Context: an optimization exercise on an open-source flow, tuned for small area, a short achievable clock period and few clock cycles per item. The choices shown serve that exercise and are no tape-out recipe. Only simulation tests tie the RTL to the original design; equivalence was not proved.

==> flow/design.v, too long to show whole: its modules and the start of the top module <==
// module fullcon_seq_mac: 5795 lines
module fullcon_seq_mac #(
   parameter int DEPTH_IN     = 12,
   parameter int N_OUT        = 4,
   parameter int LANES        = 12,
   parameter int WIDTH_DATA   = 16,
   parameter int WIDTH_KERNEL = 8,
   parameter int RELU_EN      = 0
) (
   input  logic                                   clk,
   input  logic                                   rst,
   input  logic                                   in_valid,
   output logic                                   in_ready,
   input  logic [WIDTH_DATA*DEPTH_IN-1:0]         data_in,
   input  logic [WIDTH_KERNEL*DEPTH_IN*N_OUT-1:0] kernel_in,
   input  logic [(WIDTH_DATA+WIDTH_KERNEL+$clog2(DEPTH_IN)+1)*N_OUT-1:0] bias_in,
   output logic                                   out_valid,
   input  logic                                   out_ready,
   output logic [WIDTH_DATA+WIDTH_KERNEL+$clog2(DEPTH_IN):0] data_o,
   output logic [((N_OUT > 1) ? $clog2(N_OUT) : 1)-1:0] out_idx,
   output logic                                   out_last
);
  // ...
==> flow/flow/run.sh <==
#!/bin/bash
set -euo pipefail
export BUFFER_PORTS_ARGS="-buffer_cell sky130_fd_sc_hd__buf_1"
bash standard.sh finish > standard.log 2>&1
==> flow/standard.sh <==
#!/bin/bash
# synth_recipe.tcl (not shown) runs the flow's synth.tcl, then flattens the netlist and writes it again
# the make line also repeats each setting of config.mk as NAME=value (left out here)
make -C /OpenROAD-flow-scripts/flow DESIGN_CONFIG=/design/flow/config.mk WORK_HOME=/design/flow/orfs CLKGATE_MAP_FILE= SYNTH_SCRIPT=/design/flow/synth_recipe.tcl "${@:-finish}"
==> flow/config.mk <==
export PLATFORM = sky130hd
export DESIGN_NAME = fullcon_seq_mac
export DESIGN_NICKNAME = fullcon_seq_mac
export VERILOG_FILES = /design/flow/design.v
export SDC_FILE = /design/flow/constraint.sdc
export NUM_CORES = 4
export LEC_CHECK = 0
export CAP_MARGIN = 40
export CORE_MARGIN = 2
export CORE_UTILIZATION = 40
export SLEW_MARGIN = 65
==> flow/constraint.sdc <==
create_clock -name core_clock -period 12.0 [get_ports {clk}]
set_input_delay 2.4000 -clock core_clock [delete_from_list [all_inputs] [get_ports {clk}]]
set_output_delay 2.4000 -clock core_clock [all_outputs]
set_load 0.01 [all_outputs]
==> summary.txt, run 1 <==
The startpoint identified for the worst register-to-register timing path is hd_one_q[0]. The number of filler cells placed in the layout was 17,370. The tool flagged a number of max-cap violations equal to 0. The run finished with no timing, DRC or antenna violations. For the standard cell core area, the log shows 190,400 um^2.

The number of global-route vias before repair was 52,600. Wire segments on met2 add up to 121.9 mm in the final route. The number of clock sinks is 1,240, and the first-iteration detailed-routing DRC count is 5,164. In the synthesized netlist the dominant register cell turns out to be sky130_fd_sc_hd__edfxtp_1. Clock skew on the completed layout was measured at 0.08759 ns.

The antenna diode count came out at 7. The dominant delay contributor by cell family on the critical path is buffers and inverters. The xor/xnor cell area share of the yosys netlist came out at 0.1006. The number of H-tree levels came out at 4.

STA classifies the critical path startpoint as a flop. Hold timing on the final database bottoms out at a slack of 0.3396 ns. The transition time at the pin with the least slew margin is 0.5732 ns, and the count of pins over their slew limit is 0. The I/O pin count is 730, and the starting utilization of the core area is 0.4033. In this run the core area contains 160 standard-cell rows. Setup violations remaining at the end of the flow were counted as 0. Following the worst setup path forward leads to its endpoint at in_ready. The area taken by multi-input logic gates is 38,950 um^2, and the synthesized-area fraction occupied by and/or/nand/nor cells is 0.02462.

The run gives 96.89 mm as the length of routed wiring on met1. The tools report the start point of the critical path as in_ready_q. TritonCTS built the clock tree.
Testbench counts, summed over its fixed seeds: cycles 1,568, items 1,536.
==> run 2, diff against run 1 <==
--- a/flow/design.v
+++ b/flow/design.v
@@ -74,40 +74,40 @@
             n_q        <= n_q + 2'(issue);
             issue_q    <= vld_nx && room_d;
             in_ready_q <= !vld_nx || (last_nx && room_d);
          end
       end
    end
    logic [11:0][7:0] hd_w;      
    logic [11:0][3:0] hd_one, hd_two, hd_neg;
-   assign hd_w = in_ready ? kernel_in[95:0] : kern_q[1];
+   assign hd_w = accept ? kernel_in[95:0] : kern_q[1];
    always_comb begin
       for (int i = 0; i < 12; i++) begin
          for (int k = 0; k < 4; k++) begin
             logic w2, w1, w0;
             w2 = hd_w[i][2*k+1];
             w1 = hd_w[i][2*k];
             w0 = (k == 0) ? 1'b0 : hd_w[i][2*k-1];
             hd_one[i][k] = w1 ^ w0;
             hd_two[i][k] = (w2 & ~w1 & ~w0) | (~w2 & w1 & w0);
             hd_neg[i][k] = w2;
          end
       end
    end
    always_ff @(posedge clk) begin
-      if (in_ready) data_q <= data_in;
+      if (accept) data_q <= data_in;
    end
    always_ff @(posedge clk) begin
-      if (in_ready || issue) begin
+      if (accept || issue) begin
          hd_one_q <= hd_one;
          hd_two_q <= hd_two;
          hd_neg_q <= hd_neg;
       end
-      if (in_ready) begin
+      if (accept) begin
          kern_q <= kernel_in[383:96];
          bias_q <= bias_in;
       end else if (issue) begin
          kern_q[1] <= kern_q[2];
          kern_q[2] <= kern_q[3];
          for (int n = 0; n < 3; n++) bias_q[n] <= bias_q[n+1];
       end
    end
==> summary.txt, run 2 <==
Summed over all layers, the global routing overflow is 0. The hold path depth works out to 0.

The run gives 5.04 ns as the arrival time at the worst endpoint. The largest registers in the layout are cs1_q x306, kern_q x288, data_q x192. After synthesis, the most frequently instantiated cells are sky130_fd_sc_hd__nand2_1, sky130_fd_sc_hd__inv_1, sky130_fd_sc_hd__fa_1, sky130_fd_sc_hd__edfxtp_1, sky130_fd_sc_hd__a22oi_1. The count of flip-flops with a built-in enable after synthesis came out at 769. Once detail routing completed, the nets flagged for antenna violations numbered 0. The count of pins over their slew limit is 0 (unchanged).

The run gives 0 (unchanged) as the number of maximum-capacitance constraint violations. Detailed placement finished with a half-perimeter wire length of 217.5 mm. Transition time at the pin with the least slew margin: 0.5500 ns (-0.02320 ns). Of all cell types, the one taking the most synthesized area is sky130_fd_sc_hd__edfxtp_1. The standard cell core area was 190,600 um^2 (+0.11%).

The run gives 730 (unchanged) as the I/O pin count. The most common cell in the synthesized netlist is sky130_fd_sc_hd__nand2_1. The number of buffers inserted by hold repair at cts is 0. The final layout net count was 9,169. Before CTS, the worst setup slack after placement is 6.599 ns. The overall die area was 195,700 um^2. The height of the die is 442.4 um, and the starting utilization of the core area is 0.4034 (about the same).

Summed over all failing endpoints, the final setup total negative slack is 0 ns. The tools report the final weighted congestion in routability-driven placement as 0.9720. Clock-pin slew was measured on the worst setup and hold paths at 0.06 ns. The final layout contains routed wiring with a total length of 265.6 mm. For the relative slew slack, the log shows 0.6334. STA classifies the critical path endpoint as a flop. The share of the clock period used by the worst path after layout came out at 0.3751.

The commonest non-fill, non-tap cell in the layout is sky130_fd_sc_hd__nand2_1. The fraction of final layout cells sized beyond drive strength 1 is 0.07920, and the largest buffer count on any clock path is 3. For this run, the number of standard cells in the final layout without fillers is 10,240. The count of buffers added on input and output ports is 729. Across all layers, the routed design uses 53,840 vias.

After detailed placement, the design holds a cell count of 9,967. The number of gates given a new drive strength after cts was 0; the net count after synthesis was 8,576. The proportion of synthesized flip-flops having asynchronous set or reset was 0; the final worst setup slack was 7.499 ns. The number of clock buffers added by TritonCTS is 140.

The average detailed-routed wire length per instance is 25.93 um. The total global-route track usage is 0.2681, and the buffer count from post-CTS setup fixing is 0. The class of the tightest hold or removal check was flop to flop.

The sequential cell area fraction in the yosys report was 0.4230. The number of global-route vias before repair was 55,060 (+4.7%). The register bank with the most flops is cs1_q. The post-route worst hold slack is 0.3451 ns (+0.005559 ns). The top-area cell type share of the netlist area was 0.3004.

Ranked by total cell area, the synthesized netlist is headed by sky130_fd_sc_hd__edfxtp_1, sky130_fd_sc_hd__fa_1, sky130_fd_sc_hd__dfxtp_1, sky130_fd_sc_hd__a22oi_1, sky130_fd_sc_hd__nand2_1. Post-synthesis cell area: 76,880 um^2. The run gives 0.05294 ns (-0.03465 ns) as the final setup skew. The number of antenna violations at the first check in global routing is 42. Main flop type after synthesis: sky130_fd_sc_hd__edfxtp_1. The flow ran to the end and the layout has no timing, DRC or antenna violations. The worst setup path is of the input port to flop kind. The run gives 0 as the number of design rule violations left after detail routing. The number of clock sinks is 1,240 (unchanged). In the layout the commonest cells are sky130_fd_sc_hd__nand2_1, sky130_fd_sc_hd__fa_1, sky130_fd_sc_hd__inv_1, sky130_fd_sc_hd__edfxtp_1, sky130_fd_sc_hd__buf_1.

The first-iteration detailed-routing DRC count was 5,670 (+9.8%); the flip-flop count of the largest register, all copies and words added was 306. The pin count of the biggest net entering global routing is 86, and the number of register bits inferred by synthesis is 1,240. After technology mapping, the gate count stands at 7,011. Yosys mapped the design onto 71 distinct sky130hd cell types.

At the later pin of the worst-skew pair, clock insertion delay measures 0.82 ns. The tools report the number of warnings reported in the yosys synthesis log as 1. The run gives 4 (unchanged) as the number of H-tree levels. TritonCTS built the clock tree. A synthesized cell averages 10.97 um^2. The vias per cell is 5.257.

For the finished layout, the period the worst path requires is 4.501 ns. The required time of the worst setup path was 12.54 ns. The signed area change from the synthesized netlist to the final layout was 14.47%; the maximum clock frequency was 222.2 MHz. Number of rows created at floorplan: 160 (unchanged).

The first global-routing pass estimated 379.7 mm of wire. Setup repair after global routing left no endpoint under its margin. The tools report the hold violation count in the final report as 0.

STA classifies the critical path startpoint as an input port. Measured along the x axis, the die boundary spans 442.4 um.

Counting cells, the worst reg-to-reg path comes to 7. Along the worst path, the maximum fanout reaches 85. The detailed-routing iteration count for the pre-antenna-repair pass came out at 6.

The final count of negative-setup-slack endpoints was 0 (unchanged). The tree is rooted in a sky130_fd_sc_hd__clkbuf_16.
run 2: area by class of cell:
| type | count | area, um^2 |
|---|---|---|
| fillers | 17700 | 102600 |
| multi-input cells | 4359 | 39000 |
| flip-flops and latches | 1240 | 32520 |
| repair buffers | 1047 | 5559 |
| clock buffers | 175 | 3806 |
| well taps | 2511 | 3142 |
| inverters | 816 | 3083 |
| clock inverters | 78 | 862.1 |
| diodes | 15 | 37.54 |
run 2: metal layers:
metal | track usage | vias up | share of wire
met5 | 0 | - | 0.00087
met4 | 0.1826 | 34 | 0.080
met2 | 0.4323 | 2730 | 0.47
met1 | 0.3271 | 26510 | 0.38
met3 | 0.04974 | 651 | 0.075
li1 | - | 23910 | -
run 2: worst paths after layout:
path	start	slack (ns)	end
min reg2reg	bias_q[28]	0.35	c2629
max reg2reg	hd_neg_q[2]	8.25	cs1_q[145]
max	in_valid	7.50	hd_two_q[39]
min	bias_q[28]	0.35	c2629
run 2: worst max-delay path: stages:
cell and delay [ns]:
sky130_fd_sc_hd__buf_1 0.20, sky130_fd_sc_hd__nand2_8 0.24, sky130_fd_sc_hd__inv_16 0.35, sky130_fd_sc_hd__buf_12 0.29, sky130_fd_sc_hd__buf_16 0.34, sky130_fd_sc_hd__clkbuf_8 0.48, sky130_fd_sc_hd__mux2i_1 0.38, sky130_fd_sc_hd__nor2_1 0.08
sky130_fd_sc_hd__nand2_1 0.08, sky130_fd_sc_hd__o21ai_0 0.08
run 2: cell families (layout without fill, tap and decap cells):
| logic type | Yosys count | after routing | share of synthesized area |
|---|---|---|---|
| AOI/OAI and AO/OA | 1089 | 1089 | 0.09874 |
| xor gates and xnor gates | 879 | 879 | 0.1004 |
| adders and majority gates | 869 | 869 | 0.2205 |
| buffers and inverters | 1412 | 2116 | 0.07294 |
| DFF | 1240 | 1240 | 0.4230 |
| muxes | 84 | 84 | 0.01126 |
| other | 0 | 15 | 0 |
| and+or+nand+nor | 1438 | 1438 | 0.07310 |
run 2: per-stage QoR:
step,utilization,instance area [um^2]
floorplan,-,76890
global placement,0.4234,80690
detailed placement,0.4361,83110
CTS,0.4606,87780
global route,0.4617,87990
finish,0.4618,88010
Testbench counts of run 2, summed over its fixed seeds: cycles 1,568, items 1,536.
==> run 3, diff against run 2 <==
--- a/flow/config.mk
+++ b/flow/config.mk
@@ -5,7 +5,7 @@
 export SDC_FILE = /design/flow/constraint.sdc
 export NUM_CORES = 4
 export LEC_CHECK = 0
-export CAP_MARGIN = 40
+export CAP_MARGIN = 20
 export CORE_MARGIN = 2
 export CORE_UTILIZATION = 40
-export SLEW_MARGIN = 65
+export SLEW_MARGIN = 20
==> summary.txt, run 3 <==
The run gives 8,576 (unchanged) as the net count after synthesis. The kind of end point of the critical path is a flop. For the number of buffers added by the clock tree synthesis step, the log shows 143 (+2.1%). The amount of wire on met3 after detailed routing is 21.21 mm (+7.0%). Commonest non-fill, non-tap cell in the layout: sky130_fd_sc_hd__nand2_1.

Slowest stage cell on the critical path: sky130_fd_sc_hd__buf_4. The post-route worst hold slack came out at 0.3399 ns (-0.005200 ns). Post-synthesis cell area: 76,880 um^2 (unchanged).

TritonCTS built the clock tree. The final setup skew is 0.05772 ns (+0.004779 ns), and the top-area cell type share of the netlist area is 0.3004 (unchanged). The tools report the count of nets left with antenna violations after detail routing as 0 (unchanged).

Class of the tightest hold or removal check: flop to flop. For this run, the leading register cell type out of synthesis is sky130_fd_sc_hd__edfxtp_1. The worst hold path begins at bias_q[28]. The logs give 123.7 mm (-0.55%) for the sum of met2 wire segment lengths after detailed routing and 98.24 mm (-1.6%) for the length of routed wiring on met1. The number of buffers and inverters on the critical path works out to 4 (-1).

Sequential cell area fraction in the yosys report: 0.4230 (unchanged). The tools report the number of buffers inserted by hold repair at cts as 0 (unchanged). The clock network latency to the later pin of the worst-skew pair is 0.83 ns (about the same), and the delay of the slowest cell on the worst path is 0.69 ns (+0.21 ns).

The detailed-routing iteration count for the pre-antenna-repair pass was 7 (+1); the share of the clock period used by the worst path after layout was 0.4145 (+0.03937). For the number of rows created at floorplan, the log shows 160 (unchanged). The number of warnings reported in the yosys synthesis log is 1 (unchanged), and the quantity of I/O buffers inserted on ports is 729 (unchanged). The worst register-to-register path ends at cs1_q[132].

The placed wire-length estimate after detailed placement was 210.2 mm (-3.4%). The number of global-route vias before repair is 53,730 (-2.4%). Number of gates given a new drive strength after cts: 0 (unchanged). The number of register bits inferred by synthesis works out to 1,240 (unchanged).

The average detailed-routed wire length per instance is 26.46 um (+2.0%), and the global-route wire length before repair is 377.4 mm (-0.60%). The sum of negative setup slack was 0 ns (unchanged). The number of antenna violations at the first check in global routing was 50 (+19%). In the final layout, the registers with the most flip-flops are cs1_q x306, kern_q x288, data_q x192. Minimum clock period after layout: 4.974 ns (+0.4725 ns).

In this run the critical register-to-register path is launched from hd_neg_q[2]. The final weighted congestion in routability-driven placement is 0.9720 (unchanged), and the buffer count from post-CTS setup fixing is 0 (unchanged). The placed cell area was 80,710 um^2 (-2.9%); the synthesized area per cell was 10.97 um^2 (unchanged). The library cells used most frequently in the layout, excluding fill and tap cells, are sky130_fd_sc_hd__nand2_1, sky130_fd_sc_hd__inv_1, sky130_fd_sc_hd__fa_1, sky130_fd_sc_hd__edfxtp_1, sky130_fd_sc_hd__buf_1. The final count of negative-setup-slack endpoints was 0 (unchanged); the arrival time at the worst endpoint was 5.52 ns (+0.48 ns). The fraction of final layout cells sized beyond drive strength 1 was 0.04488 (-0.03432). The total global-route track usage is 0.2666 (-0.001511), and the count of cell types in the netlist is 71 (unchanged).

The tree is rooted in a sky130_fd_sc_hd__clkbuf_16. The count of pins over their slew limit is 0 (unchanged), and the starting utilization of the core area is 0.4034 (unchanged). Yosys instantiated no cell more often than sky130_fd_sc_hd__nand2_1.

The flow ran to the end and the layout has no timing, DRC or antenna violations. The dominant delay contributor by cell family on the critical path was buffers and inverters. More flip-flops sit in one register than any other, and that register is cs1_q.

By area the synthesized netlist is led by sky130_fd_sc_hd__edfxtp_1, sky130_fd_sc_hd__fa_1, sky130_fd_sc_hd__dfxtp_1, sky130_fd_sc_hd__a22oi_1, sky130_fd_sc_hd__nand2_1. The number of cells produced by synthesis was 7,011 (unchanged); the I/O pin count was 730 (unchanged).

Traced cell by cell, the critical path runs through buf_1, nand2_4, inv_8, buf_12, buf_4, mux2i_1, nor2_1, nand2_1, o21ai_0. The tools report the first-iteration detailed-routing DRC count as 5,909 (+4.2%). The count of vias placed by the detailed router is 53,250 (-1.1%), and the flip-flop count of the largest register, all copies and words added is 306 (unchanged).

The run gives 0 (unchanged) as the number of design rule violations left after detail routing. The clock-pin slew of the registers on the worst-case setup and hold paths came out at 0.06 ns (about the same). The vias per cell is 5.332 (+1.4%), and the relative slew slack is 0.2199 (-0.4135).

The pin count of the biggest net entering global routing was 175 (+100%). Number of clock sinks: 1,240 (unchanged). The signed area change from the synthesized netlist to the final layout is 11.45%, and the maximum clock frequency is 201.1 MHz (-9.5%).

The number of maximum-capacitance constraint violations was 0 (unchanged). The commonest cells after synthesis are sky130_fd_sc_hd__nand2_1, sky130_fd_sc_hd__inv_1, sky130_fd_sc_hd__fa_1, sky130_fd_sc_hd__edfxtp_1, sky130_fd_sc_hd__a22oi_1. Depth of the worst register-to-register path: 7 (unchanged). Largest buffer count on any clock path: 3 (unchanged).

The critical path launch point type was an input port. Signal routing reaches up to met5. The horizontal extent of the die works out to 442.4 um (unchanged). The proportion of synthesized flip-flops having asynchronous set or reset was 0 (unchanged); the final instance area was 85,690 um^2 (-2.6%). The end of the worst hold path is c2629. The worst-case register-to-register setup slack was 7.94 ns (-0.31 ns).

The standard cell core area is 190,600 um^2 (unchanged). The transition time at the pin with the least slew margin works out to 1.170 ns (+0.6202 ns). The count of flip-flops with a built-in enable after synthesis is 769 (unchanged). The hold path depth is 0 (unchanged). The maximum fanout along the worst path is 159 (+87%). The overall die area is 195,700 um^2 (unchanged). The tools report the hold violation count in the final report as 0 (unchanged).

The critical path is of the input port to flop type. The post-detailed-routing wire length was 264.3 mm (-0.48%). The number of H-tree levels came out at 4 (unchanged).

Height of the die: 442.4 um (unchanged). For the aggregate global routing overflow, the log shows 0 (unchanged). The cell type with the highest aggregate area in the netlist is sky130_fd_sc_hd__edfxtp_1. The tools report the final layout net count as 8,910 (-2.8%). Setup repair after global routing left no endpoint under its margin. For the required time of the worst setup path, the log shows 12.55 ns (about the same).
[run 3: cell families after synthesis]
group | after synthesis | share of synthesized area
compound gates | 1089 | 0.09874
xor+xnor | 879 | 0.1004
fa+ha+maj | 869 | 0.2205
buf+inv | 1412 | 0.07294
flops | 1240 | 0.4230
mux | 84 | 0.01126
simple gates | 1438 | 0.07310
[run 3: how the worst max path moves through the flow]
stage | from | end | slack (ns) | depth (start not counted)
6_report | in_valid | hd_two_q[39] | 7.03 | 9
5_1_grt | in_valid | hd_two_q[39] | 6.74 | 9
3_5_place_dp | in_valid | hd_two_q[29] | 6.17 | 8
3_3_place_gp | in_valid | hd_two_q[39] | 6.21 | 9
4_1_cts | in_valid | hd_two_q[29] | 7.04 | 8
2_1_floorplan | in_valid | bias_q[0] | 3.34 | 4
[run 3: final cells by class]
type,count,area [um^2]
Tap cell,2511,3142
Inverter,816,3070
Sequential cell,1240,32520
Fill cell,17850,104900
Clock inverter,96,1051
Timing Repair Buffer,785,3237
Clock buffer,169,3850
Antenna cell,11,27.53
Multi-Input combinational cell,4359,38790
[run 3: routing by layer]
| metal | global-route usage | up-vias |
|---|---|---|
| met2 | 0.4295 | 2883 |
| li1 | - | 23390 |
| met1 | 0.3252 | 26270 |
| met5 | 0 | - |
| met4 | 0.1782 | 44 |
| met3 | 0.05202 | 667 |
[run 3: metrics by stage]
step / setup slack, ns / util / instances
after floorplan: 3.337 / - / 7011
after global placement: 6.215 / 0.4234 / 9707
after detailed placement: 6.172 / 0.4235 / 9708
after CTS: 7.045 / 0.4492 / 9973
after global routing: 6.742 / 0.4495 / 9980
final: 7.026 / 0.4496 / 9987

what the ideal ports hide:
Ports are ideal in the flow. The routed layouts listed here were re-timed in OpenROAD.
Step 1 sets driving cells, clkbuf_16 on the clock port and buf_2 on the other inputs (assumed; they add their load-dependent delay and slew).
Step 2 adds t to the input delays and takes it off the output delays; t is the mean of the earliest and latest rising clock arrival at the registers after step 1. Input paths then give back, and output paths get back, about the clock's delay inside the block.
Slacks: no drivers / after step 1 / after step 2; pairs: no drivers / after step 1.
run	shift t [ns]	slack for setup (ns)	clock arrival spread, ns
run 1	0.905	7.724 / 7.628 / 7.831	0.088 / 0.088
run 2	0.896	7.499 / 7.576 / 6.680	0.054 / 0.054
run 3	0.905	7.026 / 7.105 / 6.200	0.065 / 0.065
After both steps setup and hold are still met in every run listed. The setup slack of run 3, which loses most, moves by +0.079 ns with the drivers and by -0.826 ns with both steps.
